Context: an optimization exercise on an open-source flow, tuned for small area and a short achievable clock period. The choices shown serve that exercise and are no tape-out recipe. Where RTL was checked, it was by simulation tests only, not by an equivalence proof against the original. Power and IR drop assume default switching activity.

Setup of main:
==> module async_fifo, before the edit <==
module async_fifo (
    input  logic       clk,
    input  logic       rst_n,
    input  logic       winc,
    input  logic [7:0] wdata,
    output logic       wfull,
    output logic       half_full,
    input  logic       rinc,
    output logic [7:0] rdata,
    output logic       rempty,
    output logic       half_empty
);
    logic [7:0]  r_mem [4][64];
    logic [15:0] r_wlo_n;       
    logic [15:0] r_whi_n;       
    logic [3:0]  r_rbank;       
    logic [7:0]  r_rlo [4];     
    logic [7:0]  r_rhi [4];     
    logic [7:0]  r_win [4];     
    logic [8:0]  r_lw;
    logic [8:0]  r_lr;
    logic        r_wfull;       
    logic        r_nfull_i;     
    logic        r_half_full;
    logic        r_nempty;      
    logic        r_empty_i;     
    logic        r_nhalf_empty;
    logic [7:0]  r_rdata;
    logic        w_push;
    logic        w_pop;
    logic        w_pop3;        
    logic        w_push3;       
    logic [8:0]  w_lw_inc;
    logic [8:0]  w_lw_dec;
    logic [8:0]  w_lr_inc;
    logic [8:0]  w_lr_dec;
    logic        w_full_next;
    logic        w_hfull_next;
    logic        w_empty_next;
    logic        w_hempty_next;
    logic [8:0]  w_lw_next;
    logic [8:0]  w_lr_next;
    logic [15:0] w_wsel_hi_n;   
    logic [3:0]  w_head;        
    logic [7:0]  w_win [4];
    logic [7:0]  w_rdata;
    async_fifo_sync2 #(.DEPTH(3)) u_pop_hist (
        .i_clk (clk), .i_rst_n (rst_n), .i_d (w_pop), .o_q (w_pop3)
    );
    async_fifo_sync2 #(.DEPTH(3)) u_push_hist (
        .i_clk (clk), .i_rst_n (rst_n), .i_d (w_push), .o_q (w_push3)
    );
    always_comb begin
        w_push    = winc & r_nfull_i;
        w_lw_inc  = r_lw + 9'd1;
        w_lw_dec  = r_lw - 9'd1;
        if (w_push && !w_pop3)      w_lw_next = w_lw_inc;
        else if (!w_push && w_pop3) w_lw_next = w_lw_dec;
        else                        w_lw_next = r_lw;
        w_full_next = (r_lw == 9'd256 && w_push == w_pop3) ||
                      (r_lw == 9'd255 && w_push && !w_pop3);
        w_hfull_next = (r_lw[8] | r_lw[7]) ? !(r_lw == 9'd128 && !w_push && w_pop3)
                                           : (r_lw == 9'd127 && w_push && !w_pop3);
        w_wsel_hi_n = r_whi_n | {16{~r_nfull_i}};
    end
    always_ff @(posedge clk or negedge rst_n) begin
        if (!rst_n) begin
            r_wlo_n     <= ~16'd1;
            r_whi_n     <= ~16'd1;
            r_lw        <= '0;
            r_wfull     <= 1'b0;
            r_nfull_i   <= 1'b1;
            r_half_full <= 1'b0;
        end else begin
            if (w_push) begin
                r_wlo_n <= {r_wlo_n[14:0], r_wlo_n[15]};
                if (!r_wlo_n[15]) r_whi_n <= {r_whi_n[14:0], r_whi_n[15]};
            end
            r_lw        <= w_lw_next;
            r_wfull     <= w_full_next;
            r_nfull_i   <= ~w_full_next;
            r_half_full <= w_hfull_next;
        end
    end
    always_ff @(posedge clk) begin
        for (int e = 0; e < 256; e++) begin
            if (!w_wsel_hi_n[e >> 4] && !r_wlo_n[e & 15]) r_mem[e & 3][e >> 2] <= wdata;
        end
    end
    always_comb begin
        w_pop     = rinc & ~r_empty_i;
        w_lr_inc  = r_lr + 9'd1;
        w_lr_dec  = r_lr - 9'd1;
        if (w_push3 && !w_pop)      w_lr_next = w_lr_inc;
        else if (!w_push3 && w_pop) w_lr_next = w_lr_dec;
        else                        w_lr_next = r_lr;
        w_empty_next = (r_lr == 9'd0 && w_push3 == w_pop) ||
                       (r_lr == 9'd1 && !w_push3 && w_pop);
        w_hempty_next = (r_lr[8] | r_lr[7]) ? (r_lr == 9'd128 && !w_push3 && w_pop)
                                            : !(r_lr == 9'd127 && w_push3 && !w_pop);
        w_head    = w_pop ? {r_rbank[2:0], r_rbank[3]} : r_rbank;
    end
    always_ff @(posedge clk or negedge rst_n) begin
        if (!rst_n) begin
            r_rbank      <= 4'd1;
            for (int b = 0; b < 4; b++) begin
                r_rlo[b] <= 8'd1;
                r_rhi[b] <= 8'd1;
            end
            r_lr         <= '0;
            r_nempty      <= 1'b0;
            r_empty_i     <= 1'b1;
            r_nhalf_empty <= 1'b0;
        end else begin
            if (w_pop) begin
                r_rbank <= {r_rbank[2:0], r_rbank[3]};
                for (int b = 0; b < 4; b++) begin
                    if (r_rbank[b]) begin
                        r_rlo[b] <= {r_rlo[b][6:0], r_rlo[b][7]};
                        if (r_rlo[b][7]) r_rhi[b] <= {r_rhi[b][6:0], r_rhi[b][7]};
                    end
                end
            end
            r_lr         <= w_lr_next;
            r_nempty      <= ~w_empty_next;
            r_empty_i     <= w_empty_next;
            r_nhalf_empty <= ~w_hempty_next;
        end
    end
    always_comb begin
        for (int b = 0; b < 4; b++) begin
            w_win[b] = '0;
            for (int k = 0; k < 64; k++) begin
                w_win[b] = w_win[b] | (r_mem[b][k] & {8{r_rhi[b][k >> 3] & r_rlo[b][k & 7]}});
            end
        end
        w_rdata = '0;
        for (int b = 0; b < 4; b++) begin
            w_rdata = w_rdata | (r_win[b] & {8{w_head[b]}});
        end
    end
    always_ff @(posedge clk) begin
        for (int b = 0; b < 4; b++) r_win[b] <= w_win[b];
        r_rdata <= w_rdata;
    end
    assign rdata      = r_rdata;
    assign wfull      = r_wfull;
    assign half_full  = r_half_full;
    assign rempty     = ~r_nempty;
    assign half_empty = ~r_nhalf_empty;
endmodule
Settings: LEC_CHECK=0, CAP_MARGIN=20, CORE_MARGIN=2, CORE_UTILIZATION=45, CTS_CLUSTER_DIAMETER=120, CTS_CLUSTER_SIZE=22, SETUP_SLACK_MARGIN=3.5, SLEW_MARGIN=20; clock period 6.0 ns.
run.sh (not shown) runs the stock make flow with config.mk's settings and CLKGATE_MAP_FILE= SYNTH_SCRIPT=/design/flow/synth_recipe.tcl, a recipe that flattens the netlist after the stock synthesis.
main: PASS, flow complete, no timing, DRC or antenna violations
Modified inputs, the feature branch compared to main
--- a/flow/design.v
+++ b/flow/design.v
@@ -33,11 +33,12 @@
     logic [15:0] r_wlo_n;       
     logic [15:0] r_whi_n;       
     logic [3:0]  r_rbank;       
     logic [7:0]  r_rlo [4];     
     logic [7:0]  r_rhi [4];     
-    logic [7:0]  r_win [4];     
+    logic [7:0]  r_win [4][2];  
+    logic [3:0]  r_whalf;       
     logic [8:0]  r_lw;
     logic [8:0]  r_lr;
     logic        r_wfull;       
     logic        r_nfull_i;     
     logic        r_half_full;
@@ -59,11 +60,11 @@
     logic        w_hempty_next;
     logic [8:0]  w_lw_next;
     logic [8:0]  w_lr_next;
     logic [15:0] w_wsel_hi_n;   
     logic [3:0]  w_head;        
-    logic [7:0]  w_win [4];
+    logic [7:0]  w_win [4][2];
     logic [7:0]  w_rdata;
     async_fifo_sync2 #(.DEPTH(3)) u_pop_hist (
         .i_clk (clk), .i_rst_n (rst_n), .i_d (w_pop), .o_q (w_pop3)
     );
     async_fifo_sync2 #(.DEPTH(3)) u_push_hist (
@@ -146,22 +147,29 @@
             r_nhalf_empty <= ~w_hempty_next;
         end
     end
     always_comb begin
         for (int b = 0; b < 4; b++) begin
-            w_win[b] = '0;
-            for (int k = 0; k < 64; k++) begin
-                w_win[b] = w_win[b] | (r_mem[b][k] & {8{r_rhi[b][k >> 3] & r_rlo[b][k & 7]}});
+            for (int h = 0; h < 2; h++) begin
+                w_win[b][h] = '0;
+                for (int j = 0; j < 32; j++) begin
+                    w_win[b][h] = w_win[b][h] |
+                        (r_mem[b][32*h + j] & {8{r_rhi[b][4*h + (j >> 3)] & r_rlo[b][j & 7]}});
+                end
             end
         end
         w_rdata = '0;
         for (int b = 0; b < 4; b++) begin
-            w_rdata = w_rdata | (r_win[b] & {8{w_head[b]}});
+            w_rdata = w_rdata | ((r_whalf[b] ? r_win[b][1] : r_win[b][0]) & {8{w_head[b]}});
         end
     end
     always_ff @(posedge clk) begin
-        for (int b = 0; b < 4; b++) r_win[b] <= w_win[b];
+        for (int b = 0; b < 4; b++) begin
+            r_win[b][0] <= w_win[b][0];
+            r_win[b][1] <= w_win[b][1];
+            r_whalf[b]  <= |r_rhi[b][7:4];
+        end
         r_rdata <= w_rdata;
     end
     assign rdata      = r_rdata;
     assign wfull      = r_wfull;
     assign half_full  = r_half_full;
Notes after the runs:
- The feature branch vs main — total wire length dropped by more than 10%
- Worst setup slack delta (the feature branch − main): favourable
- main → the feature branch: sequential share of cell area grew by 1.8 points, relative area change from synthesis to final layout shrank by 3.6 points, net total in the final layout shrank by 282.
- Relative to main, detailed route wirelength on metal2 has decreased by about 13% in the feature branch.
- Share of total power in the clock network was higher in the run labelled main.
- Number of storage elements in the synthesis netlist: the feature branch vs main up 36
- Between the feature branch and main, the difference in power is negligible.
For main, only the layout was checked, not whether the RTL still works.

-- what the ideal ports hide --
No port has a modelled driver above. Below, the same layouts with a new extraction and two added sets of constraints.
Step 1 assumes that a clkbuf_16 drives the clock port and a buf_2 every other input.
Step 2 times the ports against the registers' clock, not the clock port: input delays grow and output delays shrink by t, the midpoint of the rising clock arrivals with the driver on.
Slacks: no drivers / after step 1 / after step 2; pairs: no drivers / after step 1.
run	t, ns	setup WS [ns]	worst setup path after step 2	clock arrival spread, ns
main	0.877	3.198 / 3.198 / 2.577	input to register	0.060 / 0.060
the feature branch	0.851	3.364 / 3.279 / 2.695	input to register	0.043 / 0.044
After both steps setup and hold are still met in every run listed. The setup slack of the feature branch, which loses most, moves by -0.085 ns with the drivers and by -0.669 ns with both steps.
